This design comes from an exercise in tuning for small area, a short achievable clock period and few clock cycles per item on the open sky130 flow, not from production work.
Function was checked by simulation only, so behaviour that the tests miss may differ from the original.
Power figures rest on the tool's default switching activity, not on a simulated workload.

File: flow/run.sh
#!/bin/bash
# synth_recipe.tcl (not shown) runs the flow's synth.tcl, then flattens the netlist and writes it again
# the make line also repeats each setting of config.mk as NAME=value (left out here)
make -C /OpenROAD-flow-scripts/flow DESIGN_CONFIG=/design/flow/config.mk WORK_HOME=/design/flow/orfs CLKGATE_MAP_FILE= SYNTH_SCRIPT=/design/flow/synth_recipe.tcl finish
File: flow/constraint.sdc
create_clock -name core_clock -period 7.0 [get_ports {clk}]
set_input_delay 1.4000 -clock core_clock [delete_from_list [all_inputs] [get_ports {clk}]]
set_output_delay 1.4000 -clock core_clock [all_outputs]
set_load 0.01 [all_outputs]
File: flow/config.mk
export PLATFORM = sky130hd
export DESIGN_NAME = bounded_circular_deque_unit
export DESIGN_NICKNAME = bounded_circular_deque_unit
export VERILOG_FILES = /design/flow/design.v
export SDC_FILE = /design/flow/constraint.sdc
export NUM_CORES = 4
export LEC_CHECK = 0
export ABC_CLOCK_PERIOD_IN_PS = 2500
export CAP_MARGIN = 20
export CORE_MARGIN = 2
export CORE_UTILIZATION = 40
export SETUP_SLACK_MARGIN = 4.0
export SLEW_MARGIN = 20
export TNS_END_PERCENT = 5
File: flow/design.v
package bcd_pkg;
  localparam int DEPTH_DEFAULT      = 64;
  localparam int DATA_WIDTH_DEFAULT = 32;
  localparam int OP_W    = 3;
  localparam int VALUE_W = 32;
  localparam int CAP_W   = 7;
  localparam int OCC_W   = 7;
  localparam int              CFG_DATA_W  = 32;
  localparam int              CFG_ADDR_W  = 2;
  localparam logic [CAP_W-1:0] CAP_RESET  = 7'd64;
  localparam logic [CFG_ADDR_W-1:0] REG_CAPACITY = '0;
  localparam logic [OP_W-1:0] OP_INS_FRONT = 3'd0;
  localparam logic [OP_W-1:0] OP_INS_REAR  = 3'd1;
  localparam logic [OP_W-1:0] OP_DEL_FRONT = 3'd2;
  localparam logic [OP_W-1:0] OP_DEL_REAR  = 3'd3;
  localparam logic [OP_W-1:0] OP_PEEK      = 3'd4;
  typedef struct packed {
    logic        [OP_W-1:0]    op;
    logic signed [VALUE_W-1:0] value;
  } bcd_in_t;
  typedef struct packed {
    logic                      ok;
    logic signed [VALUE_W-1:0] front_value;
    logic signed [VALUE_W-1:0] rear_value;
    logic                      is_empty;
    logic                      is_full;
    logic        [OCC_W-1:0]   occupancy;
  } bcd_out_t;
endpackage
module bounded_circular_deque_unit #(
  parameter int DEPTH      = bcd_pkg::DEPTH_DEFAULT,
  parameter int DATA_WIDTH = bcd_pkg::DATA_WIDTH_DEFAULT
) (
  input  logic                  clk,
  input  logic                  rst_n,
  input  logic                  in_valid,
  output logic                  in_stall,
  input  logic [34:0]           in_data,
  output logic                  out_valid,
  input  logic                  out_stall,
  output logic [73:0]           out_data,
  input  logic                  psel,
  input  logic                  penable,
  input  logic                  pwrite,
  input  logic [bcd_pkg::CFG_ADDR_W-1:0] paddr,
  input  logic [bcd_pkg::CFG_DATA_W-1:0] pwdata,
  output logic [bcd_pkg::CFG_DATA_W-1:0] prdata,
  output logic                  pready
);
  localparam int AW = 6;
  localparam int CW = 7;
  localparam int DW = 32;
  logic [6:0] capacity_r;
  logic [6:0] cap_eff;
  logic       cfg_wr;
  assign pready  = 1'b1;
  assign cfg_wr  = psel && penable && pwrite;
  assign prdata  = {25'd0, capacity_r};
  assign cap_eff = capacity_r[6] ? 7'd64 : capacity_r;
  always_ff @(posedge clk) begin
    if (!rst_n) begin
      capacity_r <= bcd_pkg::CAP_RESET;
    end else if (cfg_wr) begin
      capacity_r <= pwdata[6:0];
    end
  end
  logic          ir_v, ir2_v;
  logic [2:0]    ir_op, ir2_op;
  logic [DW-1:0] ir_val, ir2_val;
  logic          out_v;
  logic          go;
  assign go       = ir_v && (!out_v || !out_stall);
  assign in_stall = ir2_v;
  always_ff @(posedge clk) begin
    if (!rst_n) begin
      ir_v  <= 1'b0;
      ir2_v <= 1'b0;
    end else if (go || !ir_v) begin
      ir_v  <= ir2_v || in_valid;
      ir2_v <= 1'b0;
    end else if (!ir2_v) begin
      ir2_v <= in_valid;
    end
  end
  always_ff @(posedge clk) begin
    if (go || !ir_v) begin
      if (ir2_v) begin
        ir_op  <= ir2_op;
        ir_val <= ir2_val;
      end else begin
        ir_op  <= in_data[34:32];
        ir_val <= in_data[31:0];
      end
    end
    if (!ir2_v) begin
      ir2_op  <= in_data[34:32];
      ir2_val <= in_data[31:0];
    end
  end
  logic [AW-1:0] head_r, tail_r;
  logic [CW-1:0] count_r;
  logic          full_r, empty_r, ok_r;
  logic [DW-1:0] front_r, rear_r;
  logic op_if, op_ir, op_df, op_dr, op_pk;
  logic one;
  logic ins_ok, del_ok, ok;
  assign op_if = (ir_op == bcd_pkg::OP_INS_FRONT);
  assign op_ir = (ir_op == bcd_pkg::OP_INS_REAR);
  assign op_df = (ir_op == bcd_pkg::OP_DEL_FRONT);
  assign op_dr = (ir_op == bcd_pkg::OP_DEL_REAR);
  assign op_pk = (ir_op == bcd_pkg::OP_PEEK);
  assign one    = (count_r == CW'(1));
  assign ins_ok = (op_if || op_ir) && !full_r;
  assign del_ok = (op_df || op_dr) && !empty_r;
  assign ok     = ins_ok || del_ok || op_pk;
  logic [DEPTH-1:0] head_oh, tail_oh;
  always_comb begin
    for (int i = 0; i < DEPTH; i++) begin
      head_oh[i] = (head_r == AW'(i));
      tail_oh[i] = (tail_r == AW'(i));
    end
  end
  logic [DW-1:0]    mem [DEPTH];
  logic [DEPTH-1:0] we, rsel;
  logic [DW-1:0]    rd;
  always_comb begin
    for (int i = 0; i < DEPTH; i++) begin
      we[i]   = !full_r && ((op_if && head_oh[(i + 1) % DEPTH]) ||
                            (op_ir && tail_oh[i]));
      rsel[i] = (op_df && head_oh[(i + DEPTH - 1) % DEPTH]) ||
                (op_dr && tail_oh[(i + 2) % DEPTH]);
    end
  end
  always_ff @(posedge clk) begin
    for (int i = 0; i < DEPTH; i++) begin
      if (we[i]) mem[i] <= ir_val;
    end
  end
  always_comb begin
    rd = '0;
    for (int i = 0; i < DEPTH; i++) begin
      rd = rd | (mem[i] & {DW{rsel[i]}});
    end
  end
  logic [CW-1:0] count_n;
  logic          empty_n, full_n;
  logic [DW-1:0] front_n, rear_n;
  always_comb begin
    count_n = count_r;
    if (ins_ok) count_n = count_r + 1'b1;
    else if (del_ok) count_n = count_r - 1'b1;
  end
  assign empty_n = (count_n == '0);
  assign full_n  = (count_n >= cap_eff);
  always_comb begin
    front_n = front_r;
    rear_n  = rear_r;
    if (ins_ok) begin
      if (op_if || empty_r) front_n = ir_val;
      if (op_ir || empty_r) rear_n  = ir_val;
    end else if (del_ok) begin
      if (one) begin
        front_n = '1;
        rear_n  = '1;
      end else begin
        if (op_df) front_n = rd;
        if (op_dr) rear_n  = rd;
      end
    end else if (empty_r) begin
      front_n = '1;
      rear_n  = '1;
    end
  end
  always_ff @(posedge clk) begin
    if (!rst_n) begin
      head_r  <= '0;
      tail_r  <= '0;
      count_r <= '0;
      full_r  <= 1'b0;
      empty_r <= 1'b1;
    end else if (go) begin
      count_r <= count_n;
      full_r  <= full_n;
      empty_r <= empty_n;
      if (ins_ok && op_if) head_r <= head_r - 1'b1;
      if (del_ok && op_df) head_r <= head_r + 1'b1;
      if (ins_ok && op_ir) tail_r <= tail_r + 1'b1;
      if (del_ok && op_dr) tail_r <= tail_r - 1'b1;
    end else begin
      full_r <= (count_r >= cap_eff);
    end
  end
  always_ff @(posedge clk) begin
    if (go) begin
      ok_r    <= ok;
      front_r <= front_n;
      rear_r  <= rear_n;
    end
  end
  always_ff @(posedge clk) begin
    if (!rst_n) begin
      out_v <= 1'b0;
    end else if (!out_v || !out_stall) begin
      out_v <= go;
    end
  end
  assign out_valid = out_v;
  assign out_data  = {ok_r, front_r, rear_r, empty_r, full_r, count_r};
endmodule
==> impl_metrics.py, run 1 <==
metrics = {
    "status": {
        "status": "timing/DRC/antenna clean",
    },
    "worst_setup_path": {
        "worstPathArrival_ns": 4.24,
        "worstSetupEndpointType": "flop",
        "critPathKind": "flop to flop",
        "r2r_slack_ns": 3.47,
        "startpoint_type": "flop",
        "rr_startpoint": "ir_op[2]",
        "r2r_cells": 13,
        "crit_start": "ir_op[2]",
        "rr_endpoint": "front_r[13]",
        "crit_fanout": 5,
        "crit_required_ns": 7.71,
    },
    "sta": {
        "max_freq_mhz": 283,
        "max_slew_margin_pct": 15.8,
        "worst_clock_skew_ns": 0.0417,
        "period_needed_ns": 3.53,
        "hold_slack_ns": 0.472,
        "setup_viol": 0,
        "worstMarginPinSlew_ns": 1.26,
        "setup_ws_ns": 3.47,
        "finalHoldViolCount": 0,
        "min_period_over_period_pct": 50.4,
        "fin_tns_setup_ns": 0,
        "slew_viol_final": 0,
        "rsz0062_at_grt": "true",
    },
    "global_routing": {
        "grt_pass1_wl_mm": 475,
        "first_global_vias": 50400,
        "grt_max_degree": 66,
        "busiest_layer": "met2",
        "met3_usage_pct": 15.8,
        "met1_usage_pct": 44.4,
        "overflow": 0,
        "grtUsageMet2_pct": 48.3,
        "antenna_found_initial": 30,
        "grt_usage_pct": 34.9,
    },
    "synth": {
        "avgSynthCellArea_sq_um": 18.8,
        "synth_cell_types": 64,
        "synth_area_sq_um": 81300,
        "synth_flop_cell": "edfxtp_1",
        "async_flop_share_pct": 0,
        "yosys_warnings": 2,
        "synth-seq-area-share_pct": 80.9,
        "synthCells": 4336,
        "synth_edf_count": 2148,
        "synth_seq_cells": 2214,
    },
    "job": {
        "drv_cap": 0,
    },
    "routing": {
        "drt-total-wl_mm": 374,
        "drtIter0Drc": 12800,
        "dr_total_vias": 57100,
        "post_drt_via_cell_ratio": 7.16,
        "ant_nets": 0,
        "drc": 0,
        "dr.pass1.iters": 9,
        "wl_per_cell_um": 46.9,
    },
    "clocking": {
        "clockBufferDepth": 3,
        "cts_tree": "yes",
        "cts_root_buffer": "clkbuf_16",
        "clk_pin_slew_ns": 0.06,
        "cts_made_buffers": 217,
        "clk-insertion-delay-late_ns": 0.92,
        "htreeDepth": 4,
        "clock-sinks": 2214,
    },
    "placement": {
        "pre_cts_ws_ns": 1.96,
        "place.gp.congestion": 0.846,
        "port_buffers": 131,
        "hpwl_mm": 170,
    },
    "pwr": {
        "ir_worst_vdd_mv": 0.288,
        "finalPower_mw": 27.2,
        "p_per_area_nw_per_um2": 264,
        "p_leak_nw": 32.2,
    },
    "floorplanning": {
        "die-area_sq_um": 207000,
        "die_w_um": 455,
        "io_pins": 185,
        "start_util_pct": 40.2,
        "core_area_sq_um": 202000,
        "rows": 165,
        "die_h_um": 455,
    },
    "worst_hold_path": {
        "hold_start": "ir2_val[13]",
        "hold_path_depth": 1,
        "hold_end": "ir2_val[13]",
        "worstHoldPathType": "flop to flop",
    },
    "layout": {
        "fin_util_pct": 50.9,
        "final.fill_count": 15900,
        "nets": 5187,
        "drive_gt1_share_pct": 25.5,
        "area_delta_synth_final_pct": 26.5,
    },
}
-- area by class of cell --
| cell class | instances | area [sq um] | share of cell area (%) |
|---|---|---|---|
| antenna | 33 | 82.6 | 0.0802 |
| clock buffer | 273 | 5690 | 5.53 |
| clock inverter | 125 | 1340 | 1.30 |
| multi-input combinational | 1846 | 17000 | 16.5 |
| tap | 2672 | 3340 | 3.25 |
| timing repair buffer | 795 | 9570 | 9.29 |
| sequential | 2214 | 65900 | 64.0 |
| inverter | 10 | 37.5 | 0.0365 |
-- cell usage in the layout (no fill, tap or decap), types with 28 or more instances in the layout --
cell             instances
nor3_1                  32
o32ai_4                 56
nand2_1                 84
a221oi_1               132
dfxtp_1                 46
a221oi_2                64
nand3_1                 45
clkbuf_16              224
nand4_1                195
clkbuf_1                52
buf_12                 145
a22oi_1                556
edfxtp_1              2148
clkdlybuf4s50_1        130
buf_6                   89
buf_4                  359
buf_8                   28
nor2_1                  43
diode_2                 33
o22ai_4                 72
clkinv_1                45
a222oi_1                32
mux2_2                  36
clkinv_2                29
a22o_1                 197
-- worst max path at each step --
stage | endpoint | slack (ns) | cells after the start
floorplan | mem[31][0] | 3.37 | 5
global placement | front_r[25] | 2.04 | 8
detailed placement | rear_r[25] | 1.96 | 8
CTS | out_data[4] | 3.56 | 1
global route | front_r[10] | 3.45 | 14
finish | front_r[13] | 3.47 | 13
-- cells in the mapped netlist, types with 18 or more instances --
cell / count / area (sq um)
mux2_2: 36 / 405
buf_2: 89 / 445
o32ai_2: 25 / 407
a222oi_1: 32 / 320
nand2_1: 89 / 334
ha_1: 27 / 338
edfxtp_1: 2148 / 64500
o22ai_1: 69 / 432
buf_6: 18 / 203
a22oi_1: 563 / 4230
a21oi_1: 37 / 185
dfxtp_1: 66 / 1320
nor2_1: 46 / 173
a22o_1: 198 / 1730
a221oi_1: 201 / 1760
nand3_1: 48 / 240
nor4_1: 33 / 206
nand4_1: 195 / 1220
buf_4: 81 / 608
clkbuf_1: 89 / 334
nor3_1: 37 / 185
o32ai_1: 23 / 201
-- repair_timing --
item / in CTS / in global routing
pin swaps: 173 / 42
hold buffers: 0 / 0
buffers inserted: 325 / 61
gates resized for setup: 454 / 92
gates cloned: 29 / 5
setup endpoints to repair: 2205 / 1853
-- sequential cells by signal, indices dropped and copies added (netlist names), 3 cells and up --
register and cells:
mem 2048, front_r 32, ir2_val 32, ir_val 32, rear_r 32, capacity_r 7
count_r 7, head_r 6, tail_r 6, ir2_op 3, ir_op 3
-- through the flow --
| stage | area (sq um) | cells |
|---|---|---|
| 2_1_floorplan | 81700 | 4360 |
| 3_3_place_gp | 88200 | 7109 |
| 3_5_place_dp | 88300 | 7115 |
| 4_1_cts | 102000 | 7867 |
| 5_1_grt | 103000 | 7940 |
| 6_report | 103000 | 7968 |
-- kinds of logic after synthesis --
family                     Yosys count  share of synthesized area, %
buffers and inverters              302                          2.09
adders and majority gates           27                         0.415
xor gates and xnor gates            20                         0.215
muxes                               46                         0.622
other                                2                       0.00923
DFF                               2214                          80.9
and+or+nand+nor                    529                          3.67
AOI/OAI and AO/OA                 1196                          12.0
-- metal layers --
layer | routed length [um] | vias up
met5 | 702 | -
met3 | 70700 | 1787
li1 | - | 20100
met2 | 149000 | 6667
met1 | 120000 | 28500
met4 | 32800 | 34
-- where the power goes --
| part | switching, mW | total [mW] | internal, mW |
|---|---|---|---|
| Combinational | 0.536 | 0.765 | 0.230 |
| Clock | 5.28 | 11.8 | 6.53 |
| Sequential | 0.0261 | 14.6 | 14.6 |
| Total | 5.84 | 27.2 | 21.4 |
-- worst max-delay path, cell delays in order, from the launching register on --
cell and delay (ns):
edfxtp_1 0.38, buf_4 0.16, buf_4 0.13, or4b_4 0.59, buf_16 0.20, buf_4 0.16
o32ai_4 0.38, buf_6 0.25, buf_16 0.16, buf_12 0.16, buf_4 0.18, a22oi_1 0.10
nand4_1 0.14, o32a_4 0.32
Testbench counts, summed over its fixed seeds: cycles 12,016, items 12,000.
==> inputs of run 2 (changes only) <==
--- a/flow/design.v
+++ b/flow/design.v
@@ -65,11 +65,22 @@
     end
   end
   logic          ir_v, ir2_v;
-  logic [2:0]    ir_op, ir2_op;
+  logic [4:0]    ir_op, ir2_op, in_op;
   logic [DW-1:0] ir_val, ir2_val;
   logic          out_v;
   logic          go;
   assign go       = ir_v && (!out_v || !out_stall);
+  always_comb begin
+    in_op = '0;
+    case (in_data[34:32])
+      bcd_pkg::OP_INS_FRONT: in_op[0] = 1'b1;
+      bcd_pkg::OP_INS_REAR:  in_op[1] = 1'b1;
+      bcd_pkg::OP_DEL_FRONT: in_op[2] = 1'b1;
+      bcd_pkg::OP_DEL_REAR:  in_op[3] = 1'b1;
+      bcd_pkg::OP_PEEK:      in_op[4] = 1'b1;
+      default:               in_op    = '0;
+    endcase
+  end
   assign in_stall = ir2_v;
   always_ff @(posedge clk) begin
     if (!rst_n) begin
@@ -88,28 +99,26 @@
         ir_op  <= ir2_op;
         ir_val <= ir2_val;
       end else begin
-        ir_op  <= in_data[34:32];
+        ir_op  <= in_op;
         ir_val <= in_data[31:0];
       end
     end
     if (!ir2_v) begin
-      ir2_op  <= in_data[34:32];
+      ir2_op  <= in_op;
       ir2_val <= in_data[31:0];
     end
   end
   logic [AW-1:0] head_r, tail_r;
   logic [CW-1:0] count_r;
-  logic          full_r, empty_r, ok_r;
+  logic          full_r, empty_r, one_r, ok_r;
   logic [DW-1:0] front_r, rear_r;
   logic op_if, op_ir, op_df, op_dr, op_pk;
-  logic one;
   logic ins_ok, del_ok, ok;
-  assign op_if = (ir_op == bcd_pkg::OP_INS_FRONT);
-  assign op_ir = (ir_op == bcd_pkg::OP_INS_REAR);
-  assign op_df = (ir_op == bcd_pkg::OP_DEL_FRONT);
-  assign op_dr = (ir_op == bcd_pkg::OP_DEL_REAR);
-  assign op_pk = (ir_op == bcd_pkg::OP_PEEK);
-  assign one    = (count_r == CW'(1));
+  assign op_if = ir_op[0];
+  assign op_ir = ir_op[1];
+  assign op_df = ir_op[2];
+  assign op_dr = ir_op[3];
+  assign op_pk = ir_op[4];
   assign ins_ok = (op_if || op_ir) && !full_r;
   assign del_ok = (op_df || op_dr) && !empty_r;
   assign ok     = ins_ok || del_ok || op_pk;
@@ -120,16 +129,29 @@
       tail_oh[i] = (tail_r == AW'(i));
     end
   end
+  logic hd_dn, hd_up, tl_up, tl_dn;
+  assign hd_dn = go && op_if && !full_r;
+  assign hd_up = go && op_df && !empty_r;
+  assign tl_up = go && op_ir && !full_r;
+  assign tl_dn = go && op_dr && !empty_r;
   logic [DW-1:0]    mem [DEPTH];
-  logic [DEPTH-1:0] we, rsel;
+  logic [DEPTH-1:0] we, rsel_r, rsel_n;
   logic [DW-1:0]    rd;
-  always_comb begin
-    for (int i = 0; i < DEPTH; i++) begin
-      we[i]   = !full_r && ((op_if && head_oh[(i + 1) % DEPTH]) ||
-                            (op_ir && tail_oh[i]));
-      rsel[i] = (op_df && head_oh[(i + DEPTH - 1) % DEPTH]) ||
-                (op_dr && tail_oh[(i + 2) % DEPTH]);
-    end
+  logic [4:0]    op_nx;
+  logic [AW-1:0] ra_f, ra_r, raddr_n;
+  assign op_nx   = (go || !ir_v) ? (ir2_v ? ir2_op : in_op) : ir_op;
+  assign ra_f    = hd_dn ? head_r : hd_up ? head_r + AW'(2) : head_r + AW'(1);
+  assign ra_r    = tl_up ? tail_r - AW'(1) : tl_dn ? tail_r - AW'(3) : tail_r - AW'(2);
+  assign raddr_n = op_nx[2] ? ra_f : ra_r;
+  always_comb begin
+    for (int i = 0; i < DEPTH; i++) begin
+      we[i]     = !full_r && ((op_if && head_oh[(i + 1) % DEPTH]) ||
+                              (op_ir && tail_oh[i]));
+      rsel_n[i] = (op_nx[2] || op_nx[3]) && (raddr_n == AW'(i));
+    end
+  end
+  always_ff @(posedge clk) begin
+    rsel_r <= rsel_n;
   end
   always_ff @(posedge clk) begin
     for (int i = 0; i < DEPTH; i++) begin
@@ -139,7 +161,7 @@
   always_comb begin
     rd = '0;
     for (int i = 0; i < DEPTH; i++) begin
-      rd = rd | (mem[i] & {DW{rsel[i]}});
+      rd = rd | (mem[i] & {DW{rsel_r[i]}});
     end
   end
   logic [CW-1:0] count_n;
@@ -159,7 +181,7 @@
       if (op_if || empty_r) front_n = ir_val;
       if (op_ir || empty_r) rear_n  = ir_val;
     end else if (del_ok) begin
-      if (one) begin
+      if (one_r) begin
         front_n = '1;
         rear_n  = '1;
       end else begin
@@ -178,14 +200,16 @@
       count_r <= '0;
       full_r  <= 1'b0;
       empty_r <= 1'b1;
+      one_r   <= 1'b0;
     end else if (go) begin
+      one_r   <= (count_n == CW'(1));
       count_r <= count_n;
       full_r  <= full_n;
       empty_r <= empty_n;
-      if (ins_ok && op_if) head_r <= head_r - 1'b1;
-      if (del_ok && op_df) head_r <= head_r + 1'b1;
-      if (ins_ok && op_ir) tail_r <= tail_r + 1'b1;
-      if (del_ok && op_dr) tail_r <= tail_r - 1'b1;
+      if (hd_dn) head_r <= head_r - 1'b1;
+      if (hd_up) head_r <= head_r + 1'b1;
+      if (tl_up) tail_r <= tail_r + 1'b1;
+      if (tl_dn) tail_r <= tail_r - 1'b1;
     end else begin
       full_r <= (count_r >= cap_eff);
     end
==> flow/flow/run.sh (new file) <==
#!/bin/bash
# Standard ORFS layout with two changes: the port buffers are buf_4 cells
# instead of the delay cells buffer_ports picks by default, and repair may
# resize cells across footprints. Full tool output goes to flow_make.log here.
set -euo pipefail
bash standard.sh \
  "BUFFER_PORTS_ARGS=-buffer_cell sky130_fd_sc_hd__buf_4" \
  "MATCH_CELL_FOOTPRINT=0" \
  finish > flow_make.log 2>&1
==> flow/standard.sh (new file) <==
#!/bin/bash
# synth_recipe.tcl (not shown) runs the flow's synth.tcl, then flattens the netlist and writes it again
# the make line also repeats each setting of config.mk as NAME=value (left out here)
make -C /OpenROAD-flow-scripts/flow DESIGN_CONFIG=/design/flow/config.mk WORK_HOME=/design/flow/orfs CLKGATE_MAP_FILE= SYNTH_SCRIPT=/design/flow/synth_recipe.tcl "${@:-finish}"
--- a/flow/config.mk
+++ b/flow/config.mk
@@ -5,10 +5,11 @@
 export SDC_FILE = /design/flow/constraint.sdc
 export NUM_CORES = 4
 export LEC_CHECK = 0
-export ABC_CLOCK_PERIOD_IN_PS = 2500
 export CAP_MARGIN = 20
 export CORE_MARGIN = 2
-export CORE_UTILIZATION = 40
+export CORE_UTILIZATION = 45
+export CTS_CLUSTER_DIAMETER = 60
+export CTS_CLUSTER_SIZE = 20
 export SETUP_SLACK_MARGIN = 4.0
 export SLEW_MARGIN = 20
-export TNS_END_PERCENT = 5
+export TNS_END_PERCENT = 100
removed: flow/run.sh
==> impl_metrics.py, run 2 <==
metrics = {
    "layout": {
        "reg.largest.list": "mem x2048, rsel_r x64",
        "largest_reg_flops": 2048,
        "layout_common_cells": "2148 x edfxtp_1, 709 x a22oi_1, 337 x buf_4",
        "layout_commonest_cell": "edfxtp_1",
        "fin_util_pct": 51.1,
        "regMostFlops": "mem",
        "drive_gt1_share_pct": 16.5,
        "area_delta_synth_final_pct": 12.9,
        "nets": 4970,
    },
    "worst_setup_path": {
        "crit_required_ns": 7.51,
        "r2r_slack_ns": 3.90,
        "worstPathArrival_ns": 3.61,
        "path_depth": 5,
        "cpPeakStageDelay_ns": 1.06,
        "path_buf_inv": 1,
        "path_delay_family": "flip-flops",
        "crit_fanout": 17,
        "critPathKind": "flop to flop",
        "rr_endpoint": "front_r[26]",
        "worstSetupEndpointType": "flop",
        "crit_slowest_cell": "dfxtp_2",
        "rr_startpoint": "rsel_r[50]",
        "crit_chain": "buf_4, a22oi_1, nand4_1, nor3_1, a21oi_1",
        "r2r_cells": 5,
        "startpoint_type": "flop",
    },
    "sta": {
        "fin_tns_setup_ns": 0,
        "slew_viol_final": 0,
        "setup_viol": 0,
        "setup_ws_ns": 3.90,
        "worst_clock_skew_ns": 0.0454,
        "min_period_over_period_pct": 44.3,
        "finalHoldViolCount": 0,
        "worstMarginPinSlew_ns": 1.22,
        "period_needed_ns": 3.10,
        "max_freq_mhz": 322,
        "rsz0062_at_grt": "true",
        "max_slew_margin_pct": 18.8,
    },
    "worst_hold_path": {
        "worstHoldPathType": "flop to flop",
        "hold_path_depth": 1,
        "hold_start": "ir2_val[11]",
        "hold_end": "ir2_val[11]",
    },
    "floorplanning": {
        "rows": 157,
        "die-area_sq_um": 187000,
        "core_area_sq_um": 183000,
        "start_util_pct": 45.2,
        "io_pins": 185,
        "die_h_um": 433,
        "die_w_um": 433,
    },
    "clocking": {
        "htreeDepth": 4,
        "clock-sinks": 2283,
        "clk_pin_slew_ns": 0.08,
        "clockBufferDepth": 3,
        "cts_tree": "yes",
        "clk-insertion-delay-late_ns": 0.83,
        "cts_root_buffer": "clkbuf_16",
        "cts_made_buffers": 143,
    },
    "global_routing": {
        "first_global_vias": 48500,
        "overflow": 0,
        "grt_usage_pct": 36.2,
        "grt_pass1_wl_mm": 447,
        "grt_max_degree": 66,
        "antenna_found_initial": 19,
    },
    "routing": {
        "drc": 0,
        "wl_per_cell_um": 46.4,
        "drtIter0Drc": 12300,
        "dr_total_vias": 54300,
        "ant_nets": 0,
        "post_drt_via_cell_ratio": 7.33,
        "dr.pass1.iters": 8,
        "drt-total-wl_mm": 344,
    },
    "pwr": {
        "p_int_mw": 19.4,
        "seqPwrFrac_pct": 61.3,
        "p_leak_nw": 28.8,
        "ir_worst_vdd_mv": 0.222,
        "p_sw_mw": 5.18,
        "finalPower_mw": 24.6,
        "pwr-share-clk_pct": 35.8,
        "netSwitchingFraction_pct": 21.1,
        "share_comb_of_total_power_pct": 2.9,
        "p_per_area_nw_per_um2": 263,
    },
    "synth": {
        "async_flop_share_pct": 0,
        "synth_edf_count": 2148,
        "synth_commonest_cells": "2148 x edfxtp_1, 716 x a22oi_1, 210 x clkbuf_1, 204 x nand4_1, 198 x nor2_1",
        "synth_top_area_share_pct": 78.0,
        "synth_cell_types": 75,
        "netlist_top_cells_area": "edfxtp_1 78%, a22oi_1 6.5%, dfxtp_1 3.3%",
        "synth_top_cell_by_area": "edfxtp_1",
        "synth_seq_cells": 2283,
        "synth-seq-area-share_pct": 81.3,
        "yosysMostFrequentCell": "edfxtp_1",
        "yosys_warnings": 2,
        "synth_area_sq_um": 82700,
        "synthCells": 4578,
        "synth_flop_cell": "edfxtp_1",
        "avgSynthCellArea_sq_um": 18.1,
    },
    "status": {
        "status": "timing/DRC/antenna clean",
    },
    "job": {
        "drv_cap": 0,
    },
    "placement": {
        "port_buffers": 131,
        "pre_cts_ws_ns": 2.78,
        "place.gp.congestion": 0.865,
        "hpwl_mm": 172,
    },
}
## run 2: cell types whose count changed after synthesis, sizes merged, moves of 69 or more
cell / before / now
a22oi: 563 / 719
dfxtp: 66 / 135
buf: 201 / 69
o22ai: 73 / 2
nor2: 46 / 206
clkbuf: 91 / 210
## run 2: area by class of cell
class                   instances  area (sq um)
fillers                     14700         89500
flip-flops and latches       2283         67300
multi-input cells            2025         15200
clock buffers                 186          3950
repair buffers                387          3340
well taps                    2464          3080
clock inverters                38           425
inverters                      17          72.6
diodes                          7          17.5
## run 2: worst max path at each step
| stage | slack (ns) | end | start |
|---|---|---|---|
| after detailed placement | 2.78 | rsel_r[32] | out_stall |
| after CTS | 3.81 | out_valid | out_v |
| after floorplan | 3.78 | rsel_r[18] | in_data[34] |
| final | 3.90 | front_r[26] | rsel_r[50] |
| after global placement | 2.78 | rsel_r[32] | out_stall |
| after global routing | 3.88 | rsel_r[11] | out_stall |
## run 2: per-stage QoR
step | hold slack [ns] | cell area [sq um] | instances
after floorplan | 0.431 | 83100 | 4602
after global placement | 0.454 | 87900 | 7128
after detailed placement | 0.459 | 88100 | 7136
after CTS | 0.477 | 93100 | 7389
after global routing | 0.488 | 93300 | 7400
final | 0.476 | 93400 | 7407
## run 2: kinds of logic after synthesis
logic type      Yosys count  share of synthesized area [%]
flops                  2283                           81.3
compound gates         1225                           11.6
simple gates            677                           4.33
buf+inv                 296                           1.53
mux                      39                          0.520
fa+ha+maj                37                          0.560
xor+xnor                 19                          0.201
other cells               2                        0.00908
## run 2: metal layers
| layer | GRT usage [%] | part of all wire (%) | up-vias |
|---|---|---|---|
| met4 | 20.0 | 7.3 | 14 |
| met5 | 0 | 0.030 | - |
| li1 | - | - | 19600 |
| met3 | 11.7 | 17 | 1250 |
| met1 | 47.8 | 33 | 27800 |
| met2 | 53.0 | 43 | 5660 |
## run 2: power groups by stage
stage | logic [mW] | clock network, mW | registers [mW]
after floorplan | 0.232 | 0 | 15.5
after global placement | 0.628 | 0 | 15.4
after detailed placement | 0.643 | 0 | 15.4
after CTS | 0.671 | 8.76 | 15.1
after global routing | 0.732 | 9.21 | 15.1
final | 0.708 | 8.80 | 15.1
## run 2: what timing repair did
action	CTS	global route
hold buffers	0	0
resized for setup	76	39
gates cloned	4	0
setup buffers	25	10
setup endpoints to repair	831	493
pin swaps	21	6
Testbench counts of run 2, summed over its fixed seeds: cycles 12,016, items 12,000.
==> inputs of run 3 (changes only) <==
--- a/flow/design.v
+++ b/flow/design.v
@@ -137,19 +137,26 @@
   logic [DW-1:0]    mem [DEPTH];
   logic [DEPTH-1:0] we, rsel_r, rsel_n;
   logic [DW-1:0]    rd;
-  logic [4:0]    op_nx;
-  logic [AW-1:0] ra_f, ra_r, raddr_n;
-  assign op_nx   = (go || !ir_v) ? (ir2_v ? ir2_op : in_op) : ir_op;
-  assign ra_f    = hd_dn ? head_r : hd_up ? head_r + AW'(2) : head_r + AW'(1);
-  assign ra_r    = tl_up ? tail_r - AW'(1) : tl_dn ? tail_r - AW'(3) : tail_r - AW'(2);
-  assign raddr_n = op_nx[2] ? ra_f : ra_r;
-  always_comb begin
-    for (int i = 0; i < DEPTH; i++) begin
-      we[i]     = !full_r && ((op_if && head_oh[(i + 1) % DEPTH]) ||
-                              (op_ir && tail_oh[i]));
-      rsel_n[i] = (op_nx[2] || op_nx[3]) && (raddr_n == AW'(i));
-    end
-  end
+  logic [4:0]       op_go, op_st;
+  logic [AW-1:0]    ra_f_go, ra_r_go, ra_go, ra_st;
+  logic [DEPTH-1:0] rsel_go, rsel_st;
+  assign op_go   = ir2_v ? ir2_op : in_op;
+  assign op_st   = ir_v ? ir_op : in_op;
+  assign ra_f_go = (op_if && !full_r) ? head_r :
+                   (op_df && !empty_r) ? head_r + AW'(2) : head_r + AW'(1);
+  assign ra_r_go = (op_ir && !full_r) ? tail_r - AW'(1) :
+                   (op_dr && !empty_r) ? tail_r - AW'(3) : tail_r - AW'(2);
+  assign ra_go   = op_go[2] ? ra_f_go : ra_r_go;
+  assign ra_st   = op_st[2] ? head_r + AW'(1) : tail_r - AW'(2);
+  always_comb begin
+    for (int i = 0; i < DEPTH; i++) begin
+      we[i]      = !full_r && ((op_if && head_oh[(i + 1) % DEPTH]) ||
+                               (op_ir && tail_oh[i]));
+      rsel_go[i] = (op_go[2] || op_go[3]) && (ra_go == AW'(i));
+      rsel_st[i] = (op_st[2] || op_st[3]) && (ra_st == AW'(i));
+    end
+  end
+  assign rsel_n = go ? rsel_go : rsel_st;
   always_ff @(posedge clk) begin
     rsel_r <= rsel_n;
   end
--- a/flow/config.mk
+++ b/flow/config.mk
@@ -10,6 +10,6 @@
 export CORE_UTILIZATION = 45
 export CTS_CLUSTER_DIAMETER = 60
 export CTS_CLUSTER_SIZE = 20
-export SETUP_SLACK_MARGIN = 4.0
+export SETUP_SLACK_MARGIN = 4.5
 export SLEW_MARGIN = 20
 export TNS_END_PERCENT = 100
==> impl_metrics.py, run 3 <==
metrics = {
    "placement": {
        "port_buffers": 131,
        "detailed_place.area_sq_um": 88200,
        "dpl.cell_count": 7144,
        "hpwl_mm": 172,
        "place.gp.congestion": 0.843,
        "pre_cts_ws_ns": 2.96,
    },
    "sta": {
        "setup_ws_ns": 4.20,
        "slew_viol_final": 0,
        "rsz0062_at_grt": "true",
        "finalHoldViolCount": 0,
        "worstMarginPinSlew_ns": 1.15,
        "max_freq_mhz": 357,
        "fin_tns_setup_ns": 0,
        "worst_clock_skew_ns": 0.0494,
        "max_slew_margin_pct": 23.0,
        "hold_slack_ns": 0.459,
        "setup_viol": 0,
        "min_period_over_period_pct": 40.0,
        "period_needed_ns": 2.80,
    },
    "routing": {
        "drt-total-wl_mm": 346,
        "dr.pass1.iters": 6,
        "drc": 0,
        "ant_nets": 0,
        "dr_total_vias": 54900,
        "post_drt_via_cell_ratio": 7.32,
        "drtIter0Drc": 13100,
        "wl_per_cell_um": 46.1,
    },
    "worst_setup_path": {
        "critPathKind": "flop to primary output",
        "path_buf_inv": 1,
        "crit_required_ns": 5.60,
        "crit_slowest_cell": "edfxtp_1",
        "r2r_slack_ns": 4.40,
        "startpoint_type": "flop",
        "cpPeakStageDelay_ns": 0.46,
        "r2r_cells": 6,
        "rr_endpoint": "rear_r[23]",
        "crit_fanout": 1,
        "path_delay_family": "flip-flops",
        "worstPathArrival_ns": 1.40,
        "worstSetupEndpointType": "primary output",
        "rr_startpoint": "rsel_r[13]",
        "crit_chain": "buf_6",
    },
    "synth": {
        "synth_area_sq_um": 83100,
        "netlist_top_cells_area": "edfxtp_1 78%, a22oi_1 6.5%, dfxtp_1 3.2%",
        "synthCells": 4628,
        "synth_top_cell_by_area": "edfxtp_1",
        "async_flop_share_pct": 0,
        "yosysMostFrequentCell": "edfxtp_1",
        "avgSynthCellArea_sq_um": 17.9,
        "synth_edf_count": 2150,
        "synth-seq-area-share_pct": 80.9,
        "synth_commonest_cells": "2150 x edfxtp_1, 714 x a22oi_1, 210 x nand4_1, 202 x clkbuf_1, 184 x a22o_1",
        "yosys_warnings": 2,
        "synth_cell_types": 70,
        "synth_top_area_share_pct": 77.7,
        "synth_flop_cell": "edfxtp_1",
        "synth_seq_cells": 2283,
    },
    "layout": {
        "layout_common_cells": "2150 x edfxtp_1, 714 x a22oi_1, 236 x buf_4",
        "final.fill_count": 14600,
        "fin_util_pct": 52.2,
        "nets": 5061,
        "regMostFlops": "mem",
        "layout_commonest_cell": "edfxtp_1",
        "area_delta_synth_final_pct": 15.3,
        "fin_area_sq_um": 95700,
        "instances_no_fill": 7500,
        "largest_reg_flops": 2048,
        "drive_gt1_share_pct": 19.7,
        "reg.largest.list": "mem x2048, rsel_r x64",
    },
    "pwr": {
        "finalPower_mw": 24.6,
        "p_leak_nw": 29.4,
        "p_per_area_nw_per_um2": 257,
        "ir_worst_vdd_mv": 0.245,
    },
    "floorplanning": {
        "start_util_pct": 45.3,
        "die_w_um": 434,
        "core_area_sq_um": 183000,
        "io_pins": 185,
        "die_h_um": 434,
        "die-area_sq_um": 188000,
        "rows": 157,
    },
    "clocking": {
        "clk-insertion-delay-late_ns": 0.83,
        "clockBufferDepth": 3,
        "cts.hold.buffers_added": 0,
        "cts_root_buffer": "clkbuf_16",
        "htreeDepth": 4,
        "cts_made_buffers": 144,
        "clk_pin_slew_ns": 0.06,
        "clock-sinks": 2283,
        "cts_tree": "yes",
    },
    "worst_hold_path": {
        "hold_path_depth": 2,
        "worstHoldPathType": "flop to flop",
        "hold_end": "ir2_op[3]",
        "hold_start": "ir2_op[3]",
    },
    "global_routing": {
        "antenna_found_initial": 14,
        "grt_usage_pct": 36.2,
        "grt_max_degree": 66,
        "overflow": 0,
        "grt_pass1_wl_mm": 449,
        "first_global_vias": 49400,
    },
    "status": {
        "status": "timing/DRC/antenna clean",
    },
    "job": {
        "drv_cap": 0,
    },
}
## run 3: cell types whose count changed after synthesis, moves of 9 or more
cell | previous run | this run
nand3_1 | 44 | 35
xnor2_1 | 12 | 24
o22ai_1 | 2 | 66
nor3_1 | 40 | 50
buf_1 | 29 | 38
nand2_1 | 42 | 63
nor2b_1 | 21 | 11
buf_2 | 6 | 18
or2_2 | 4 | 15
nor4_1 | 41 | 32
a21oi_1 | 49 | 61
nor2_1 | 198 | 151
## run 3: power breakdown
group	internal, mW	switching [mW]
sequential	15.0	0.0448
clock	4.20	4.60
combinational	0.211	0.579
## run 3: worst max-delay path by stage
| stage | startpoint | endpoint | slack (ns) | cells past startpoint |
|---|---|---|---|---|
| floorplan | out_stall | front_r[0] | 3.91 | 6 |
| global placement | out_stall | rsel_r[42] | 3.00 | 7 |
| detailed placement | out_stall | rsel_r[2] | 2.96 | 7 |
| CTS | ok_r | out_data[73] | 4.14 | 1 |
| global route | ok_r | out_data[73] | 4.16 | 1 |
| finish | ok_r | out_data[73] | 4.20 | 1 |
## run 3: cell type report
type,instances,area (sq um),area share [%]
antenna,7,17.5,0.0183
sequential,2283,67400,70.4
clock inverter,43,452,0.472
multi-input combinational,2062,16100,16.8
timing repair buffer,447,4680,4.88
clock buffer,180,3930,4.11
inverter,14,60.1,0.0627
tap,2464,3080,3.22
## run 3: metal layers
layer	share of wire, %	track usage, %	up-vias
met4	6.5	18.3	10
met2	42	51.7	5792
met3	18	12.3	1182
li1	-	-	20000
met1	34	49.3	28000
met5	0.028	0.130	-
## run 3: logic make-up (layout without fill, tap and decap cells)
logic type      count (synthesis)  after routing  synth area share, %
mux                            42             42                0.569
xor+xnor                       34             34                0.368
fa+ha+maj                      33             33                0.497
buf+inv                       308            684                 1.59
other cells                     2             33              0.00904
simple gates                  637            637                 4.06
compound gates               1289           1290                 12.0
flops                        2283           2283                 80.9
## run 3: what timing repair did
item,CTS,global route
endpoints found under the setup margin,2257,1196
pin swaps,57,30
hold endpoints to repair,0,0
cloned,4,2
setup buffers,99,21
resized for setup,384,159
Testbench counts of run 3, summed over its fixed seeds: cycles 12,016, items 12,000.
==> inputs of run 4 (changes only) <==
--- a/flow/config.mk
+++ b/flow/config.mk
@@ -7,7 +7,7 @@
 export LEC_CHECK = 0
 export CAP_MARGIN = 20
 export CORE_MARGIN = 2
-export CORE_UTILIZATION = 45
+export CORE_UTILIZATION = 50
 export CTS_CLUSTER_DIAMETER = 60
 export CTS_CLUSTER_SIZE = 20
 export SETUP_SLACK_MARGIN = 4.5
==> impl_metrics.py, run 4 <==
metrics = {
    "floorplanning": {
        "io_pins": 185,
        "start_util_pct": 50.3,
        "die_h_um": 412,
        "rows": 149,
        "die_w_um": 412,
        "core_area_sq_um": 165000,
        "die-area_sq_um": 169000,
    },
    "worst_setup_path": {
        "worstPathArrival_ns": 1.38,
        "crit_chain": "buf_6",
        "critPathKind": "flop to primary output",
        "startpoint_type": "flop",
        "r2r_cells": 15,
        "worstSetupEndpointType": "primary output",
        "crit_required_ns": 5.60,
        "rr_startpoint": "full_r",
        "crit_slowest_cell": "edfxtp_1",
        "path_buf_inv": 1,
        "cpPeakStageDelay_ns": 0.43,
        "path_depth": 1,
        "crit_fanout": 1,
        "path_delay_family": "flip-flops",
        "crit_start": "front_r[31]",
    },
    "pwr": {
        "p_sw_mw": 5.34,
        "netSwitchingFraction_pct": 21.3,
        "pwr-share-clk_pct": 36.7,
        "p_per_area_nw_per_um2": 261,
        "seqPwrFrac_pct": 60.1,
        "share_comb_of_total_power_pct": 3.2,
        "p_leak_nw": 29.7,
        "p_int_mw": 19.7,
        "ir_worst_vdd_mv": 0.259,
    },
    "layout": {
        "fin_util_pct": 58.2,
        "nets": 5087,
        "fin_area_sq_um": 96000,
        "largest_reg_flops": 2048,
        "drive_gt1_share_pct": 20.1,
        "regMostFlops": "mem",
        "layout_commonest_cell": "edfxtp_1",
        "area_delta_synth_final_pct": 15.6,
        "layout_common_cells": "2150 x edfxtp_1, 714 x a22oi_1, 229 x buf_4",
        "reg.largest.list": "mem x2048, rsel_r x64",
    },
    "clocking": {
        "cts_root_buffer": "clkbuf_16",
        "clk-insertion-delay-late_ns": 0.83,
        "clock-sinks": 2283,
        "clockBufferDepth": 3,
        "cts_made_buffers": 149,
        "clk_pin_slew_ns": 0.08,
        "cts_tree": "yes",
        "cts.hold.buffers_added": 0,
        "htreeDepth": 4,
    },
    "synth": {
        "synth-seq-area-share_pct": 80.9,
        "avgSynthCellArea_sq_um": 17.9,
        "yosysMostFrequentCell": "edfxtp_1",
        "synthCells": 4628,
        "yosys_warnings": 2,
        "synth_area_sq_um": 83100,
        "synth_compound_area_share_pct": 12.0,
        "synth_commonest_cells": "2150 x edfxtp_1, 714 x a22oi_1, 210 x nand4_1, 202 x clkbuf_1, 184 x a22o_1",
        "async_flop_share_pct": 0,
        "synth_edf_count": 2150,
        "synth_top_family_by_area": "compound AO/OA/AOI/OAI gates",
        "synth_cell_types": 70,
        "synth_top_cell_by_area": "edfxtp_1",
        "synthSimpleGateAreaFrac_pct": 4.06,
        "synth_fa_ha_area_share_pct": 0.497,
        "muxShareOfSynthArea_pct": 0.569,
        "synth_flop_cell": "edfxtp_1",
        "synth_top_area_share_pct": 77.7,
        "netlist_top_cells_area": "edfxtp_1 78%, a22oi_1 6.5%, dfxtp_1 3.2%",
        "synthXorXnorAreaFrac_pct": 0.368,
        "synth_seq_cells": 2283,
    },
    "global_routing": {
        "grt_max_degree": 66,
        "grt_usage_pct": 40.5,
        "overflow": 0,
        "antenna_found_initial": 9,
        "first_global_vias": 49400,
        "grt_pass1_wl_mm": 452,
    },
    "sta": {
        "max_slew_margin_pct": 25.5,
        "max_freq_mhz": 360,
        "setup_viol": 0,
        "finalHoldViolCount": 0,
        "slew_viol_final": 0,
        "period_needed_ns": 2.78,
        "worstMarginPinSlew_ns": 1.12,
        "rsz0062_at_grt": "true",
        "worst_clock_skew_ns": 0.0612,
        "fin_tns_setup_ns": 0,
        "min_period_over_period_pct": 39.6,
    },
    "routing": {
        "drtIter0Drc": 12900,
        "ant_nets": 0,
        "wl_per_cell_um": 47.9,
        "dr_total_vias": 55600,
        "drc": 0,
        "post_drt_via_cell_ratio": 7.65,
        "drt-total-wl_mm": 349,
        "dr.pass1.iters": 27,
    },
    "worst_hold_path": {
        "hold_path_depth": 1,
        "hold_start": "ir2_op[4]",
        "worstHoldPathType": "flop to flop",
    },
    "job": {
        "drv_cap": 0,
    },
    "placement": {
        "detailed_place.area_sq_um": 88100,
        "hpwl_mm": 178,
        "place.gp.congestion": 0.882,
        "port_buffers": 131,
    },
    "status": {
        "status": "timing/DRC/antenna clean",
    },
}
-- run 4: cell counts after synthesis --
Identical to the previous run, type by type.
-- run 4: metrics by stage --
step	instances	setup slack, ns	power (mW)	hold WS (ns)
after CTS	7230	4.18	24.9	0.474
after floorplan	4652	3.91	15.7	0.425
after global placement	6882	1.99	16.0	0.447
after global routing	7266	4.17	25.4	0.489
final	7275	4.22	25.0	0.471
after detailed placement	6890	2.56	16.0	0.457
-- run 4: final timing paths --
check | endpoint | slack, ns
min | ir2_op[4] | 0.47
max | out_data[72] | 4.22
min reg2reg | ir2_op[4] | 0.47
max reg2reg | full_r | 4.38
-- run 4: metal layers --
metal | share of wire (%) | vias to the layer above | track usage, %
met5 | 0.013 | - | 0
met4 | 7.0 | 8 | 21.5
met3 | 18 | 1292 | 13.3
met2 | 42 | 5950 | 58.0
met1 | 33 | 28300 | 55.2
li1 | - | 20000 | -
-- run 4: cell families (layout without fill, tap and decap cells) --
logic type / after synthesis / count (layout)
buffers and inverters: 308 / 732
adder cells (fa/ha/maj): 33 / 33
flip-flops: 2283 / 2283
other: 2 / 35
AND/OR/NAND/NOR: 637 / 637
multiplexers: 42 / 42
XOR/XNOR: 34 / 34
AO/OA/AOI/OAI: 1289 / 1290
-- run 4: cell type report --
class | count | area (sq um)
fillers | 12400 | 69000
flip-flops and latches | 2283 | 67400
multi-input cells | 2062 | 16000
repair buffers | 466 | 4990
clock buffers | 183 | 4030
well taps | 2189 | 2740
clock inverters | 67 | 718
inverters | 14 | 60.1
diodes | 9 | 22.5
repair inverters | 2 | 10.0
-- run 4: repair_timing --
item	4_1_cts	5_1_grt
buffers inserted	87	33
setup endpoints to repair	2286	906
cloned	3	3
resized for setup	368	144
pin swaps	48	17
-- run 4: power groups by stage --
stage / clock network, mW / registers, mW / logic (mW)
floorplan: 0 / 15.5 / 0.242
global placement: 0 / 15.4 / 0.639
detailed placement: 0 / 15.4 / 0.651
CTS: 9.13 / 15.0 / 0.717
global route: 9.58 / 15.0 / 0.806
finish: 9.19 / 15.0 / 0.790
==> inputs of run 5 (changes only) <==
--- a/flow/config.mk
+++ b/flow/config.mk
@@ -7,9 +7,9 @@
 export LEC_CHECK = 0
 export CAP_MARGIN = 20
 export CORE_MARGIN = 2
-export CORE_UTILIZATION = 50
+export CORE_UTILIZATION = 45
 export CTS_CLUSTER_DIAMETER = 60
 export CTS_CLUSTER_SIZE = 20
-export SETUP_SLACK_MARGIN = 4.5
+export SETUP_SLACK_MARGIN = 4.25
 export SLEW_MARGIN = 20
 export TNS_END_PERCENT = 100
==> impl_metrics.py, run 5 <==
metrics = {
    "synth": {
        "synthCells": 4628,
        "netlist_top_cells_area": "edfxtp_1 78%, a22oi_1 6.5%, dfxtp_1 3.2%",
        "synth_top_cell_by_area": "edfxtp_1",
        "synth_seq_cells": 2283,
        "synth_edf_count": 2150,
        "yosys_warnings": 2,
        "synth-seq-area-share_pct": 80.9,
        "synth_compound_area_share_pct": 12.0,
        "synth_top_family_by_area": "compound AO/OA/AOI/OAI gates",
        "avgSynthCellArea_sq_um": 17.9,
        "synth_cell_types": 70,
        "synth_flop_cell": "edfxtp_1",
        "synth_fa_ha_area_share_pct": 0.497,
        "async_flop_share_pct": 0,
        "synth_top_area_share_pct": 77.7,
        "yosysMostFrequentCell": "edfxtp_1",
        "synthXorXnorAreaFrac_pct": 0.368,
        "synth_commonest_cells": "2150 x edfxtp_1, 714 x a22oi_1, 210 x nand4_1, 202 x clkbuf_1, 184 x a22o_1",
        "synth_area_sq_um": 83100,
        "muxShareOfSynthArea_pct": 0.569,
        "synthSimpleGateAreaFrac_pct": 4.06,
    },
    "layout": {
        "layout_common_cells": "2150 x edfxtp_1, 714 x a22oi_1, 237 x buf_4",
        "area_delta_synth_final_pct": 13.9,
        "regMostFlops": "mem",
        "reg.largest.list": "mem x2048, rsel_r x64",
        "nets": 5014,
        "layout_commonest_cell": "edfxtp_1",
        "largest_reg_flops": 2048,
        "fin_area_sq_um": 94600,
        "drive_gt1_share_pct": 18.1,
    },
    "worst_setup_path": {
        "startpoint_type": "flop",
        "rr_startpoint": "rsel_r[53]",
        "crit_fanout": 23,
        "crit_required_ns": 7.55,
        "rr_endpoint": "rear_r[1]",
        "critPathKind": "flop to flop",
        "r2r_cells": 5,
        "worstSetupEndpointType": "flop",
        "worstPathArrival_ns": 3.44,
        "r2r_slack_ns": 4.10,
    },
    "routing": {
        "drtIter0Drc": 12600,
        "dr.pass1.iters": 7,
        "drc": 0,
        "wl_per_cell_um": 46.3,
        "drt-total-wl_mm": 346,
        "post_drt_via_cell_ratio": 7.36,
        "ant_nets": 0,
        "dr_total_vias": 54900,
    },
    "worst_hold_path": {
        "hold_start": "ir2_val[23]",
        "worstHoldPathType": "flop to flop",
        "hold_path_depth": 1,
        "hold_end": "ir2_val[23]",
    },
    "sta": {
        "worstMarginPinSlew_ns": 1.23,
        "fin_tns_setup_ns": 0,
        "min_period_over_period_pct": 41.4,
        "slew_viol_final": 0,
        "max_slew_margin_pct": 17.7,
        "max_freq_mhz": 345,
        "finalHoldViolCount": 0,
        "rsz0062_at_grt": "true",
        "period_needed_ns": 2.90,
        "setup_viol": 0,
        "worst_clock_skew_ns": 0.0455,
    },
    "floorplanning": {
        "io_pins": 185,
        "core_area_sq_um": 183000,
        "die_h_um": 434,
        "die-area_sq_um": 188000,
        "die_w_um": 434,
        "rows": 157,
        "start_util_pct": 45.3,
    },
    "clocking": {
        "htreeDepth": 4,
        "clk_pin_slew_ns": 0.08,
        "clock-sinks": 2283,
        "cts_root_buffer": "clkbuf_16",
        "cts.hold.buffers_added": 0,
        "cts_made_buffers": 146,
        "clockBufferDepth": 3,
        "cts_tree": "yes",
        "clk-insertion-delay-late_ns": 0.87,
    },
    "global_routing": {
        "overflow": 0,
        "grt_usage_pct": 36.2,
        "first_global_vias": 48600,
        "grt_pass1_wl_mm": 449,
        "antenna_found_initial": 12,
        "grt_max_degree": 66,
    },
    "status": {
        "status": "timing/DRC/antenna clean",
    },
    "pwr": {
        "p_leak_nw": 29.0,
        "ir_worst_vdd_mv": 0.243,
        "p_per_area_nw_per_um2": 262,
    },
    "placement": {
        "port_buffers": 131,
        "detailed_place.area_sq_um": 88200,
        "place.gp.congestion": 0.870,
        "hpwl_mm": 173,
    },
    "job": {
        "drv_cap": 0,
    },
}
[run 5: cell counts after synthesis]
No cell type changed its count.
[run 5: layer usage]
metal / GRT usage [%] / vias to the layer above / wire, um / share of wire, %
li1: - / 19900 / - / -
met1: 48.9 / 28000 / 116000 / 34
met2: 51.8 / 5814 / 145000 / 42
met3: 12.9 / 1238 / 61200 / 18
met4: 18.3 / 8 / 23100 / 6.7
met5: 0.156 / - / 312 / 0.090
[run 5: cells by family (layout without fill, tap and decap cells)]
logic type | after synthesis | after routing
AND/OR/NAND/NOR | 637 | 637
XOR/XNOR | 34 | 34
AO/OA/AOI/OAI | 1289 | 1289
adder cells (fa/ha/maj) | 33 | 33
multiplexers | 42 | 42
other | 2 | 33
buffers and inverters | 308 | 654
flip-flops | 2283 | 2283
[run 5: cell type report]
cell class	count	area, sq um
Fill cell	14800	88700
Sequential cell	2283	67400
Multi-Input combinational cell	2061	15600
Timing Repair Buffer	398	3860
Clock buffer	172	3800
Tap cell	2464	3080
Clock inverter	69	776
Inverter	14	60.1
Antenna cell	7	17.5
Timing Repair inverter	1	5.00
[run 5: power by group]
part / leakage, nW / internal (mW) / switching [mW] / total (mW)
clock network: 2.20 / 4.21 / 4.77 / 8.98
registers: 20.5 / 15.0 / 0.0388 / 15.0
logic: 6.32 / 0.180 / 0.553 / 0.733
[run 5: how the worst max path moves through the flow]
stage / depth (start not counted) / slack (ns) / start / endpoint
after global routing: 1 / 4.11 / ok_r / out_data[73]
final: 5 / 4.10 / rsel_r[53] / rear_r[1]
after detailed placement: 7 / 2.54 / full_r / front_r[5]
after CTS: 1 / 4.11 / ok_r / out_data[73]
after floorplan: 6 / 3.91 / out_stall / front_r[0]
after global placement: 7 / 2.61 / full_r / front_r[5]
[run 5: critical path: stages (launching register included)]
cell     delay (ns)
dfxtp_2        0.78
buf_4          0.72
a22oi_1        0.18
nand4_1        0.17
nor4_1         0.08
a21oi_1        0.55
[run 5: repair_timing]
item / CTS / global route
cloned: 2 / 1
setup buffers: 64 / 7
endpoints found under the hold margin: 0 / 0
resized for setup: 216 / 82
setup endpoints to repair: 2081 / 740
pin swaps: 32 / 4
[run 5: through the flow]
stage	cells	util (%)	power [mW]	setup slack, ns	hold WS (ns)
after global placement	7144	48.1	16.0	2.61	0.442
after global routing	7463	51.6	25.2	4.11	0.493
after CTS	7454	51.4	24.6	4.11	0.476
final	7469	51.6	24.8	4.10	0.473
after detailed placement	7147	48.1	16.0	2.54	0.457
after floorplan	4652	-	15.7	3.91	0.425
==> inputs of run 6 (changes only) <==
--- a/flow/config.mk
+++ b/flow/config.mk
@@ -8,8 +8,8 @@
 export CAP_MARGIN = 20
 export CORE_MARGIN = 2
 export CORE_UTILIZATION = 45
-export CTS_CLUSTER_DIAMETER = 60
-export CTS_CLUSTER_SIZE = 20
-export SETUP_SLACK_MARGIN = 4.25
+export CTS_CLUSTER_DIAMETER = 70
+export CTS_CLUSTER_SIZE = 24
+export SETUP_SLACK_MARGIN = 4.5
 export SLEW_MARGIN = 20
 export TNS_END_PERCENT = 100
==> impl_metrics.py, run 6 <==
metrics = {
    "status": {
        "status": "timing/DRC/antenna clean",
    },
    "worst_setup_path": {
        "rr_startpoint": "ir_op[1]",
        "crit_fanout": 1,
        "path_buf_inv": 1,
        "worstSetupEndpointType": "primary output",
        "path_delay_family": "flip-flops",
        "worstPathArrival_ns": 1.41,
        "critPathKind": "flop to primary output",
        "crit_chain": "buf_6",
        "crit_slowest_cell": "edfxtp_1",
        "r2r_cells": 9,
        "rr_endpoint": "front_r[1]",
        "r2r_slack_ns": 4.34,
        "crit_required_ns": 5.60,
        "startpoint_type": "flop",
        "crit_start": "ok_r",
        "cpPeakStageDelay_ns": 0.47,
    },
    "pwr": {
        "netSwitchingFraction_pct": 21.4,
        "p_leak_nw": 29.3,
        "seqPwrFrac_pct": 61.9,
        "share_comb_of_total_power_pct": 3.3,
        "p_per_area_nw_per_um2": 254,
        "ir_worst_vdd_mv": 0.222,
        "p_int_mw": 19.1,
        "pwr-share-clk_pct": 34.8,
        "p_sw_mw": 5.21,
    },
    "clocking": {
        "cts.hold.buffers_added": 0,
        "clk-insertion-delay-late_ns": 0.83,
        "htreeDepth": 3,
        "clk_pin_slew_ns": 0.09,
        "cts_made_buffers": 119,
        "cts_tree": "yes",
        "cts_root_buffer": "clkbuf_16",
        "clock-sinks": 2283,
        "clockBufferDepth": 3,
    },
    "sta": {
        "hold_slack_ns": 0.478,
        "period_needed_ns": 2.81,
        "fin_tns_setup_ns": 0,
        "finalHoldViolCount": 0,
        "slew_viol_final": 0,
        "setup_viol": 0,
        "rsz0062_at_grt": "true",
        "min_period_over_period_pct": 40.1,
        "worst_clock_skew_ns": 0.0616,
        "max_slew_margin_pct": 23.3,
        "max_freq_mhz": 356,
        "worstMarginPinSlew_ns": 1.15,
    },
    "layout": {
        "largest_reg_flops": 2048,
        "drive_gt1_share_pct": 19.7,
        "layout_common_cells": "2150 x edfxtp_1, 714 x a22oi_1, 236 x buf_4",
        "regMostFlops": "mem",
        "layout_commonest_cell": "edfxtp_1",
        "nets": 5050,
        "area_delta_synth_final_pct": 15.2,
        "fin_util_pct": 52.2,
        "reg.largest.list": "mem x2048, rsel_r x64",
    },
    "global_routing": {
        "grt_max_degree": 66,
        "grt_usage_pct": 36.0,
        "antenna_found_initial": 13,
        "grt_pass1_wl_mm": 447,
        "first_global_vias": 49100,
        "overflow": 0,
    },
    "placement": {
        "place.gp.congestion": 0.843,
        "hpwl_mm": 172,
        "port_buffers": 131,
    },
    "routing": {
        "wl_per_cell_um": 46.1,
        "drt-total-wl_mm": 346,
        "post_drt_via_cell_ratio": 7.30,
        "ant_nets": 0,
        "drtIter0Drc": 13300,
        "drc": 0,
        "dr.pass1.iters": 9,
        "dr_total_vias": 54800,
    },
    "synth": {
        "synth_commonest_cells": "2150 x edfxtp_1, 714 x a22oi_1, 210 x nand4_1, 202 x clkbuf_1, 184 x a22o_1",
        "synth_top_area_share_pct": 77.7,
        "async_flop_share_pct": 0,
        "synth-seq-area-share_pct": 80.9,
        "synth_cell_types": 70,
        "yosys_warnings": 2,
        "yosysMostFrequentCell": "edfxtp_1",
        "synth_area_sq_um": 83100,
        "netlist_top_cells_area": "edfxtp_1 78%, a22oi_1 6.5%, dfxtp_1 3.2%",
        "synth_edf_count": 2150,
        "synth_seq_cells": 2283,
        "avgSynthCellArea_sq_um": 17.9,
        "synth_flop_cell": "edfxtp_1",
        "synthCells": 4628,
        "synth_top_cell_by_area": "edfxtp_1",
    },
    "floorplanning": {
        "core_area_sq_um": 183000,
        "die_w_um": 434,
        "die_h_um": 434,
        "io_pins": 185,
        "start_util_pct": 45.3,
        "die-area_sq_um": 188000,
        "rows": 157,
    },
    "worst_hold_path": {
        "hold_start": "ir2_val[12]",
        "worstHoldPathType": "flop to flop",
        "hold_path_depth": 1,
        "hold_end": "ir2_val[12]",
    },
    "job": {
        "drv_cap": 0,
    },
}
## run 6: cell counts after synthesis
Identical to the previous run, type by type.
## run 6: kinds of logic after synthesis
group | synth area share, %
AOI/OAI and AO/OA | 12.0
other | 0.00904
muxes | 0.569
buffers and inverters | 1.59
adders and majority gates | 0.497
DFF | 80.9
xor gates and xnor gates | 0.368
and+or+nand+nor | 4.06
## run 6: final cells by class
type | count | area (sq um)
diodes | 6 | 15.0
multi-input cells | 2064 | 16100
inverters | 14 | 63.8
clock buffers | 153 | 3240
flip-flops and latches | 2283 | 67400
repair inverters | 1 | 7.51
clock inverters | 65 | 877
repair buffers | 458 | 4830
fillers | 14600 | 87600
well taps | 2464 | 3080
## run 6: per-layer routing
metal / share of wire [%] / up-vias / global-route usage [%]
met5: 0.030 / - / 0
met4: 6.4 / 10 / 17.6
met3: 18 / 1185 / 12.2
met2: 42 / 5640 / 51.5
met1: 34 / 28000 / 49.1
li1: - / 19900 / -
## run 6: worst max-delay path by stage
stage / depth (start not counted) / slack (ns) / end
after floorplan: 6 / 3.91 / front_r[0]
after global placement: 7 / 3.00 / rsel_r[42]
after detailed placement: 7 / 2.96 / rsel_r[2]
after CTS: 1 / 4.13 / out_data[73]
after global routing: 1 / 4.15 / out_data[73]
final: 1 / 4.19 / out_data[73]
## run 6: timing repair
action / CTS / global route
gates cloned: 3 / 6
setup endpoints to repair: 2256 / 1410
pin swaps: 53 / 35
buffers inserted: 103 / 28
resized for setup: 390 / 183
## run 6: power by group through the flow
stage / sequential (mW) / combinational [mW] / clock (mW)
after detailed placement: 15.4 / 0.643 / 0
after global routing: 15.0 / 0.830 / 8.85
after CTS: 15.0 / 0.729 / 8.41
final: 15.0 / 0.808 / 8.46
after floorplan: 15.5 / 0.242 / 0
after global placement: 15.4 / 0.629 / 0
## run 6: through the flow
step	total power [mW]	area [sq um]	worst slack [ns]	cells
finish	24.3	95700	4.19	7508
detailed placement	16.0	88200	2.96	7144
global route	24.7	95700	4.15	7502
floorplan	15.7	83800	3.91	4652
global placement	16.0	88200	3.00	7143
CTS	24.2	94600	4.13	7468
==> inputs of run 7 (changes only) <==
--- a/flow/design.v
+++ b/flow/design.v
@@ -222,7 +222,11 @@
     end
   end
   always_ff @(posedge clk) begin
-    if (go) begin
+    if (!rst_n) begin
+      ok_r    <= 1'b0;
+      front_r <= '1;
+      rear_r  <= '1;
+    end else if (go) begin
       ok_r    <= ok;
       front_r <= front_n;
       rear_r  <= rear_n;
--- a/flow/config.mk
+++ b/flow/config.mk
@@ -8,8 +8,8 @@
 export CAP_MARGIN = 20
 export CORE_MARGIN = 2
 export CORE_UTILIZATION = 45
-export CTS_CLUSTER_DIAMETER = 70
-export CTS_CLUSTER_SIZE = 24
+export CTS_CLUSTER_DIAMETER = 60
+export CTS_CLUSTER_SIZE = 20
 export SETUP_SLACK_MARGIN = 4.5
 export SLEW_MARGIN = 20
 export TNS_END_PERCENT = 100
==> impl_metrics.py, run 7 <==
metrics = {
    "status": {
        "status": "timing/DRC/antenna clean",
    },
    "sta": {
        "finalHoldViolCount": 0,
        "slew_viol_final": 0,
        "max_freq_mhz": 360,
        "worst_clock_skew_ns": 0.0516,
        "rsz0062_at_grt": "true",
        "setup_ws_ns": 4.22,
        "setup_viol": 0,
        "min_period_over_period_pct": 39.6,
        "fin_tns_setup_ns": 0,
        "period_needed_ns": 2.78,
        "max_slew_margin_pct": 32.0,
        "worstMarginPinSlew_ns": 1.02,
    },
    "routing": {
        "drtIter0Drc": 13500,
        "wl_per_cell_um": 48.0,
        "post_drt_via_cell_ratio": 7.47,
        "dr.pass1.iters": 9,
        "ant_nets": 0,
        "drt-total-wl_mm": 380,
        "dr_total_vias": 59200,
        "drc": 0,
    },
    "global_routing": {
        "grt_pass1_wl_mm": 485,
        "antenna_found_initial": 31,
        "grt_max_degree": 99,
        "grt_usage_pct": 39.4,
        "first_global_vias": 52000,
        "overflow": 0,
    },
    "layout": {
        "nets": 5446,
        "drive_gt1_share_pct": 30.3,
        "reg.largest.list": "mem x2048, rsel_r x64",
        "layout_common_cells": "2085 x edfxtp_1, 411 x buf_4, 385 x a22o_1",
        "instances_no_fill": 7919,
        "layout_commonest_cell": "edfxtp_1",
        "largest_reg_flops": 2048,
        "area_delta_synth_final_pct": 24.0,
        "regMostFlops": "mem",
        "fin_area_sq_um": 103000,
    },
    "synth": {
        "synth-seq-area-share_pct": 80.0,
        "async_flop_share_pct": 0,
        "synth_cell_types": 66,
        "synth_seq_cells": 2283,
        "synth_top_cell_by_area": "edfxtp_1",
        "synth_commonest_cells": "2085 x edfxtp_1, 388 x a22o_1, 384 x a221oi_1, 307 x a22oi_1, 229 x clkbuf_1",
        "netlist_top_cells_area": "edfxtp_1 75%, dfxtp_1 4.8%, a22o_1 4.1%",
        "synth_edf_count": 2085,
        "yosysMostFrequentCell": "edfxtp_1",
        "synth_flop_cell": "edfxtp_1",
        "synth_top_area_share_pct": 75.2,
        "synth_area_sq_um": 83200,
        "avgSynthCellArea_sq_um": 17.9,
        "yosys_warnings": 2,
        "synthCells": 4646,
    },
    "clocking": {
        "cts_made_buffers": 150,
        "clk-insertion-delay-late_ns": 0.86,
        "cts_tree": "yes",
        "clockBufferDepth": 3,
        "clock-sinks": 2283,
        "clk_pin_slew_ns": 0.08,
        "cts.hold.buffers_added": 0,
        "htreeDepth": 4,
        "cts_root_buffer": "clkbuf_16",
    },
    "job": {
        "drv_cap": 0,
    },
    "pwr": {
        "share_comb_of_total_power_pct": 4.4,
        "pwr-share-clk_pct": 36.6,
        "netSwitchingFraction_pct": 22.0,
        "p_per_area_nw_per_um2": 246,
        "seqPwrFrac_pct": 59.0,
        "p_leak_nw": 33.7,
        "p_sw_mw": 5.59,
        "p_int_mw": 19.8,
        "ir_worst_vdd_mv": 0.235,
    },
    "worst_setup_path": {
        "startpoint_type": "flop",
        "crit_fanout": 23,
        "critPathKind": "flop to flop",
        "worstSetupEndpointType": "flop",
        "worstPathArrival_ns": 3.46,
        "crit_required_ns": 7.69,
    },
    "placement": {
        "detailed_place.area_sq_um": 88700,
        "place.gp.congestion": 0.885,
        "hpwl_mm": 184,
        "port_buffers": 131,
        "pre_cts_ws_ns": 3.28,
        "dpl.cell_count": 7180,
    },
    "floorplanning": {
        "core_area_sq_um": 183000,
        "rows": 157,
        "die-area_sq_um": 188000,
        "die_h_um": 434,
        "io_pins": 185,
        "die_w_um": 434,
        "start_util_pct": 45.4,
    },
    "worst_hold_path": {
        "worstHoldPathType": "flop to flop",
    },
}
run 7: cell count changes in the layout (fill, tap and decap cells not counted), sizes merged, moves of 46 or more:
cell and change:
a22oi -407, buf +340, a221oi +204, a22o +204
dfxtp +65, edfxtp -65, clkbuf +63, o211ai +63
nand2 +59, nor2 -51, nand4 -46
run 7: logic make-up after synthesis:
logic type               Yosys count  share of synthesized area (%)
flip-flops                      2283                           80.0
AO/OA/AOI/OAI                   1369                           13.4
AND/OR/NAND/NOR                  557                           3.56
buffers and inverters            327                           1.63
multiplexers                      40                          0.529
XOR/XNOR                          35                          0.368
adder cells (fa/ha/maj)           33                          0.496
other                              2                        0.00902
run 7: worst max-delay path, stage by stage, from the launching register on:
cell and delay, ns:
dfxtp_2 0.33, buf_12 0.19, a22o_1 0.27, a221oi_1 0.24, nand4_1 0.35, or4_4 0.63, o32ai_4 0.26, buf_12 0.19
o211ai_1 0.10
run 7: cell type report:
cell class                 instances  area (sq um)
clock inverter                    64           701
fill                           13900         80200
timing repair buffer             826         10100
inverter                          13          56.3
tap                             2464          3080
clock buffer                     188          4080
antenna                           18          45.0
sequential                      2283         66900
multi-input combinational       2063         18300
run 7: repair_timing:
item                                    4_1_cts  5_1_grt
gates resized for setup                     883      254
setup buffers                               334       93
pin swaps                                   136      100
cloned                                       31       10
endpoints found under the setup margin     2211      880
run 7: per-layer routing:
metal | vias to the layer above | global-route usage (%) | share of wire, %
li1 | 21100 | - | -
met1 | 29600 | 49.7 | 32
met2 | 6770 | 53.6 | 40
met3 | 1700 | 18.7 | 20
met4 | 28 | 26.1 | 8.9
met5 | - | 0.494 | 0.19
run 7: through the flow:
stage               power (mW)  hold slack [ns]  utilization (%)
finish                    25.4            0.468             56.3
floorplan                 15.8            0.422                -
global route              25.8            0.490             56.3
detailed placement        16.2            0.454             48.3
global placement          16.1            0.446             48.3
CTS                       25.2            0.472             54.9
run 7: final timing paths:
path         startpoint         end  slack (ns)  cells after the start
max reg2reg  rsel_r[42]  rear_r[25]        4.22                      8
max          rsel_r[42]  rear_r[25]        4.22                      8
min reg2reg   ir2_op[3]   ir2_op[3]        0.47                      2
min           ir2_op[3]   ir2_op[3]        0.47                      2
run 7: power by group through the flow:
stage	sequential (mW)	clock (mW)	combinational, mW
2_1_floorplan	15.4	0	0.324
3_3_place_gp	15.3	0	0.801
3_5_place_dp	15.3	0	0.820
4_1_cts	15.0	9.22	1.02
5_1_grt	15.0	9.70	1.13
6_report	15.0	9.31	1.11
Testbench counts of run 7, summed over its fixed seeds: cycles 12,016, items 12,000.
